What follows belongs to an exercise in optimizing a design on an open flow for small area and a short achievable clock period; a production flow would make more cautious choices. Function was checked by simulation only, so behaviour that the tests miss may differ from the original. No activity file was given, so power comes from the tool's default toggle rates.

===== config.mk =====
export PLATFORM = sky130hd
export DESIGN_NAME = seccpu_port_responder
export DESIGN_NICKNAME = seccpu_port_responder
export VERILOG_FILES = /design/flow/design.v
export SDC_FILE = /design/flow/constraint.sdc
export NUM_CORES = 4
export LEC_CHECK = 0
export CAP_MARGIN = 20
export CORE_MARGIN = 2
export CORE_UTILIZATION = 40
export SLEW_MARGIN = 20
export SYNTH_MEMORY_MAX_BITS = 4096

===== constraint.sdc =====
create_clock -name core_clock -period 6.0 [get_ports {clk}]
set_input_delay 1.2000 -clock core_clock [delete_from_list [all_inputs] [get_ports {clk}]]
set_output_delay 1.2000 -clock core_clock [all_outputs]
set_load 0.01 [all_outputs]

===== design.v =====
module seccpu_port_timer #(
   parameter int WIDTH = 16
) (
   input  logic             clk,
   input  logic             reset,
   input  logic             en,
   input  logic             ar,
   input  logic [WIDTH-1:0] load_value,
   input  logic             en_rise,
   input  logic             en_clear_wr,
   output logic [WIDTH-1:0] count,
   output logic             expire,
   output logic             en_auto_clear
);
   logic [WIDTH-1:0] count_reg;
   logic             step;
   assign step          = en && !en_clear_wr;
   assign expire        = step && (count_reg == '0);
   assign en_auto_clear = expire && !ar;
   assign count         = count_reg;
   always_ff @(posedge clk or posedge reset) begin
      if (reset) begin
         count_reg <= '0;
      end else if (en_rise) begin
         count_reg <= load_value;
      end else if (step) begin
         if (count_reg == '0) begin
            if (ar) count_reg <= load_value;
         end else begin
            count_reg <= count_reg - 1'b1;
         end
      end
   end
endmodule
module seccpu_port_responder #(
   parameter int                    DATA_DEPTH = 9,
   parameter int                    DATA_WIDTH = 16,
   parameter int                    RAM_WORDS  = 256,
   parameter logic [DATA_WIDTH-1:0] ID_VALUE   = 16'h5EC1
) (
   input  logic                  clk,
   input  logic                  reset,
   input  logic [DATA_DEPTH-1:0] data_address,
   input  logic                  read_strobe,
   input  logic                  write_strobe,
   input  logic [DATA_WIDTH-1:0] data_wr,
   output logic [DATA_WIDTH-1:0] data_rd,
   output logic                  intr
);
   localparam logic [8:0] ADDR_CTRL    = 9'h1F0;
   localparam logic [8:0] ADDR_TLOAD   = 9'h1F1;
   localparam logic [8:0] ADDR_TCOUNT  = 9'h1F2;
   localparam logic [8:0] ADDR_STATUS  = 9'h1F3;
   localparam logic [8:0] ADDR_SCRATCH = 9'h1F4;
   localparam logic [8:0] ADDR_ERRADDR = 9'h1F5;
   localparam logic [8:0] ADDR_ID      = 9'h1F7;
   localparam int CTRL_EN  = 0;
   localparam int CTRL_AR  = 1;
   localparam int CTRL_TIE = 2;
   localparam int CTRL_BIE = 3;
   localparam int STAT_TEV  = 0;
   localparam int STAT_BERR = 1;
   localparam logic [3:0] SEL_UNMAPPED = 4'd0;
   localparam logic [3:0] SEL_RAM      = 4'd1;
   localparam logic [3:0] SEL_CTRL     = 4'd2;
   localparam logic [3:0] SEL_TLOAD    = 4'd3;
   localparam logic [3:0] SEL_TCOUNT   = 4'd4;
   localparam logic [3:0] SEL_STATUS   = 4'd5;
   localparam logic [3:0] SEL_SCRATCH  = 4'd6;
   localparam logic [3:0] SEL_ERRADDR  = 4'd7;
   localparam logic [3:0] SEL_ID       = 4'd8;
   localparam int                    RAM_AW    = $clog2(RAM_WORDS);
   localparam logic [DATA_DEPTH-1:0] RAM_LIMIT = DATA_DEPTH'(RAM_WORDS);
   logic [3:0]            sel;
   logic [RAM_AW-1:0]     ram_idx;
   logic                  rd_ok, wr_ok, berr_set, ctrl_wr, status_wr;
   logic                  en_rise, en_clear_wr, tev_set, en_auto_clear;
   logic [3:0]            ctrl_reg, ctrl_next;
   logic [1:0]            status_reg, status_next;
   logic [DATA_WIDTH-1:0] tload_reg, scratch_reg, erraddr_reg, tcount;
   logic [DATA_WIDTH-1:0] reg_rdata, data_rd_reg;
   logic                  intr_reg;
   logic [DATA_WIDTH-1:0] ram [RAM_WORDS];
   always_comb begin
      sel = SEL_UNMAPPED;
      if (data_address < RAM_LIMIT) begin
         sel = SEL_RAM;
      end else begin
         case (data_address)
            DATA_DEPTH'(ADDR_CTRL):    sel = SEL_CTRL;
            DATA_DEPTH'(ADDR_TLOAD):   sel = SEL_TLOAD;
            DATA_DEPTH'(ADDR_TCOUNT):  sel = SEL_TCOUNT;
            DATA_DEPTH'(ADDR_STATUS):  sel = SEL_STATUS;
            DATA_DEPTH'(ADDR_SCRATCH): sel = SEL_SCRATCH;
            DATA_DEPTH'(ADDR_ERRADDR): sel = SEL_ERRADDR;
            DATA_DEPTH'(ADDR_ID):      sel = SEL_ID;
            default:                   sel = SEL_UNMAPPED;
         endcase
      end
   end
   assign ram_idx   = data_address[RAM_AW-1:0];
   assign rd_ok     = read_strobe && !write_strobe;
   assign wr_ok     = write_strobe && !read_strobe && (sel != SEL_UNMAPPED);
   assign berr_set  = (read_strobe || write_strobe) &&
                      ((sel == SEL_UNMAPPED) || (read_strobe && write_strobe));
   assign ctrl_wr   = wr_ok && (sel == SEL_CTRL);
   assign status_wr = wr_ok && (sel == SEL_STATUS);
   assign en_rise     = ctrl_wr && data_wr[CTRL_EN] && !ctrl_reg[CTRL_EN];
   assign en_clear_wr = ctrl_wr && !data_wr[CTRL_EN];
   seccpu_port_timer #(.WIDTH(DATA_WIDTH)) u_timer (
      .clk           (clk),
      .reset         (reset),
      .en            (ctrl_reg[CTRL_EN]),
      .ar            (ctrl_reg[CTRL_AR]),
      .load_value    (tload_reg),
      .en_rise       (en_rise),
      .en_clear_wr   (en_clear_wr),
      .count         (tcount),
      .expire        (tev_set),
      .en_auto_clear (en_auto_clear)
   );
   always_comb begin
      ctrl_next = ctrl_reg;
      if (ctrl_wr) ctrl_next = data_wr[3:0];
      else if (en_auto_clear) ctrl_next[CTRL_EN] = 1'b0;
      status_next = status_reg & ~(status_wr ? data_wr[1:0] : 2'b00);
      if (tev_set)  status_next[STAT_TEV]  = 1'b1;
      if (berr_set) status_next[STAT_BERR] = 1'b1;
   end
   always_comb begin
      reg_rdata = '0;
      case (sel)
         SEL_CTRL:    reg_rdata[3:0] = ctrl_reg;
         SEL_TLOAD:   reg_rdata      = tload_reg;
         SEL_TCOUNT:  reg_rdata      = tcount;
         SEL_STATUS:  reg_rdata[1:0] = status_reg;
         SEL_SCRATCH: reg_rdata      = scratch_reg;
         SEL_ERRADDR: reg_rdata      = erraddr_reg;
         SEL_ID:      reg_rdata      = ID_VALUE;
         default:     reg_rdata      = '0;
      endcase
   end
   always_ff @(posedge clk) begin
      if (wr_ok && (sel == SEL_RAM)) ram[ram_idx] <= data_wr;
   end
   always_ff @(posedge clk or posedge reset) begin
      if (reset) begin
         ctrl_reg    <= '0;
         tload_reg   <= '1;
         status_reg  <= '0;
         scratch_reg <= '0;
         erraddr_reg <= '0;
         data_rd_reg <= '0;
         intr_reg    <= 1'b0;
      end else begin
         ctrl_reg   <= ctrl_next;
         status_reg <= status_next;
         intr_reg   <= (status_reg[STAT_TEV]  & ctrl_reg[CTRL_TIE]) |
                       (status_reg[STAT_BERR] & ctrl_reg[CTRL_BIE]);
         if (wr_ok && (sel == SEL_TLOAD))   tload_reg   <= data_wr;
         if (wr_ok && (sel == SEL_SCRATCH)) scratch_reg <= data_wr;
         if (berr_set && !status_reg[STAT_BERR])
            erraddr_reg <= DATA_WIDTH'(data_address);
         if (rd_ok)
            data_rd_reg <= (sel == SEL_RAM) ? ram[ram_idx] : reg_rdata;
      end
   end
   assign data_rd = data_rd_reg;
   assign intr    = intr_reg;
endmodule

===== run.sh =====
#!/bin/bash
# synth_recipe.tcl (not shown) runs the flow's synth.tcl, then flattens the netlist and writes it again
# the make line also repeats each setting of config.mk as NAME=value (left out here)
make -C /OpenROAD-flow-scripts/flow DESIGN_CONFIG=/design/flow/config.mk WORK_HOME=/design/flow/orfs CLKGATE_MAP_FILE= SYNTH_SCRIPT=/design/flow/synth_recipe.tcl finish

==> impl_metrics.toml <==
[setup_path]
crit_fanout = 20
rr_worst_depth = 6
r2r_slack_ns = 2.43
cp-end-kind = "flip-flop"
crit_path_end = "data_rd_reg[8]"
r2r-start = "ram[63][8]"
crit_start = "data_address[6]"
critPathKind = "input pin to flip-flop"
cp.required_ns = 6.86
critPathLaunchType = "input pin"
r2r_end = "data_rd_reg[8]"
cp.arrival_ns = 5.72

[cts]
cts_tree = "built"
clock_latency_ns = 1.04
clock-root-buffer = "clkbuf_16"
path_clk_slew_ns = 0.07
cts_buffer_depth = 4
ctsHoldBuffers = 0
cts.sinks = 4176
cts_resized = 0
cts_setup_buffers = 0
htree_levels = 5
cts_inserted_buffers = 415

[global_routing]
grt_antenna_before_repair = 48
grt_pass1_vias = 80757
grt_max_degree = 157
grt_pass1_wl_microns = 716300
track_usage = 0.2584
grt-ovfl-total = 0

[timing]
totalNegativeSetupSlack_ns = 0
skew_ns = 0.08057
rsz0062_at_grt = "false"
setup_viol = 0
fin_crit_sh = 0.8102
fin_crit_ns = 4.861
tightest_slew_ns = 1.195
hold_slack_ns = 0.5139
max_freq_mhz = 205.7
hold_violations = 0
drv_slew = 0
worst_slack_ns = 1.139
relSlewSlack = 0.1805

[run_status]
status = "no timing/DRC/antenna violations"

[synthesis]
synth_edf_count = 4096
synthFlopType = "edfxtp_1"
synth_nets = 7229
yosys.area.top_type = "edfxtp_1"
syn_area_sq_um = 161200
yosys_warnings = 2
syn_avg_cell_area_sq_um = 22.40
async_flop_share = 0.01916
syn-instance-count = 7198
synth.area.top_cells = "edfxtp_1 76%, mux4_2 15%, dfrtp_1 0.99%"
synth_seq_cells = 4176
yosysSeqAreaShare = 0.7755
ys_types = 77
yosysTopAreaCellShare = 0.7629

[layout]
final_cells = 13532
largest_reg_flops = 4096
design_area_sq_um = 186000
drive_gt1_frac = 0.3288
fin_util = 0.4626
synthToLayoutAreaGrowth_pct = 15.36
n_fill_cell = 32878
final_nets = 7914
top_register = "ram"

[floorplan]
start_util = 0.4010
die_x_microns = 638.9
ios = 46
coreArea_sq_um = 402000
dieArea_sq_um = 408100
chipHeight_microns = 638.9
num_rows = 233

[job]
drv_cap = 0

[power_and_ir_drop]
ir_drop_uv = 247.8
leakagePower_nw = 58.21
p_per_area_nw_per_um2 = 328.4
p_total_mw = 61.09

[place]
place_congestion = 1.004
place_ws_ns = 0.5543
place_inst = 12751
port_buffers = 45
hpwl_microns = 346200
dpl_cell_area_sq_um = 172600

[min_path]
hp-class = "flip-flop to flip-flop"

[routing]
wl_microns = 533900
drtAntennaViolNets = 0
vias = 83635
avgRoutedWirePerCell_microns = 39.45
drtIter0Drc = 13243
drtPass1Iterations = 6
drc = 0
vias_per_cell = 6.181
## layout make-up
cell class                 instances  area [sq um]  share of cell area
inverter                          16         71.32           0.0003835
sequential                      4176        125000              0.6722
clock inverter                   253          2382             0.01281
clock buffer                     506         10910             0.05867
multi-input combinational       2599         34710              0.1866
timing repair buffer             675          6231             0.03350
antenna                           20         50.05           0.0002691
tap                             5287          6615             0.03557
## cells by family after synthesis
logic type,Yosys count,synth area share
flip-flops,4176,0.7755
multiplexers,1316,0.1668
AND/OR/NAND/NOR,781,0.02202
AO/OA/AOI/OAI,500,0.02130
buffers and inverters,423,0.01431
adder cells (fa/ha/maj),2,0.0001552
## where the power goes
part,internal (mW),switching (mW)
Sequential,32.1,0.0853
Combinational,1.06,2.25
Clock,14.5,11.2
## layer usage
layer | GRT usage | part of all wire | vias up
met5 | 0 | 0.00030 | -
met4 | 0.1323 | 0.061 | 22
met3 | 0.05994 | 0.10 | 991
met2 | 0.3843 | 0.45 | 5093
met1 | 0.3576 | 0.39 | 45525
li1 | - | - | 32004
## worst max-delay path, stage by stage
cell and delay, ns:
buf_2 0.66, nor2_2 0.39, and2_1 0.48, buf_4 0.26
buf_4 0.18, a221oi_1 1.00, nand4_1 0.32, a32oi_1 0.78
and4_1 0.32, a21oi_1 0.07
## worst min-delay path by stage
stage / start / end / slack, ns / cells past startpoint
finish: erraddr_reg[2] / erraddr_reg[2] / 0.51 / 1
global placement: scratch_reg[12] / scratch_reg[12] / 0.49 / 1
detailed placement: erraddr_reg[2] / erraddr_reg[2] / 0.50 / 1
global route: erraddr_reg[2] / erraddr_reg[2] / 0.52 / 1
CTS: scratch_reg[5] / scratch_reg[5] / 0.51 / 1
floorplan: ctrl_reg[3] / ctrl_reg[3] / 0.47 / 2
## cell usage after synthesis (26+ instances only)
master and n:
a31oi_1 40, mux2i_1 148, clkbuf_1 152, a22oi_1 98, dfrtp_1 64, mux2_2 75
and3_1 26, edfxtp_1 4096, nor4_1 26, buf_6 45, o21ai_0 31, buf_1 35
buf_4 53, nor2_1 346, buf_2 119, a21oi_1 95, o22ai_1 84, mux4_2 1088
nand2_1 201, nand3_1 52
## layout by cell type, fill, tap and decap left out, drive strengths merged, types with 7 or more instances in the layout
cell	instances
nor2	346
or3	7
mux4	1088
edfxtp	4096
a32oi	18
bufinv	35
nand3	52
o211ai	7
a211oi	11
clkdlybuf4s50	21
mux2i	148
o21ai	55
and3	26
nand2	202
or4	10
a22o	14
a21oi	95
clkbuf	518
a31oi	40
a221oi	17
inv	24
nand4	21
dfrtp	64
a22oi	98
a2111oi	11
clkinvlp	17
and2	16
o22ai	85
nand2b	14
diode	20
mux2	80
dfstp	16
nor2b	10
nor4	28
clkinv	193
nor3	22
buf	642

static timing again, ports no longer ideal:
The results above use ideal ports. As a check the final layout listed here was re-extracted and re-timed, cells and wires unchanged. Step 1: set_driving_cell puts a clkbuf_16 on clk and a buf_2 on each other input, an assumption about the parent block. Step 2 also shifts input and output timing later by t, the mid clock arrival at the registers, as if the neighbouring blocks saw the same clock. Three values: ideal ports, drivers, drivers and shift; two values: the first two.
t, ns: 1.095
slack for setup (ns): 1.139 / 1.024 / -0.072
cell pins on the clock port's net: 1
Met with ideal ports but missed after step 2: setup timing in this run. The setup slack of this run moves by -0.115 ns with the drivers and by -1.211 ns with both steps.
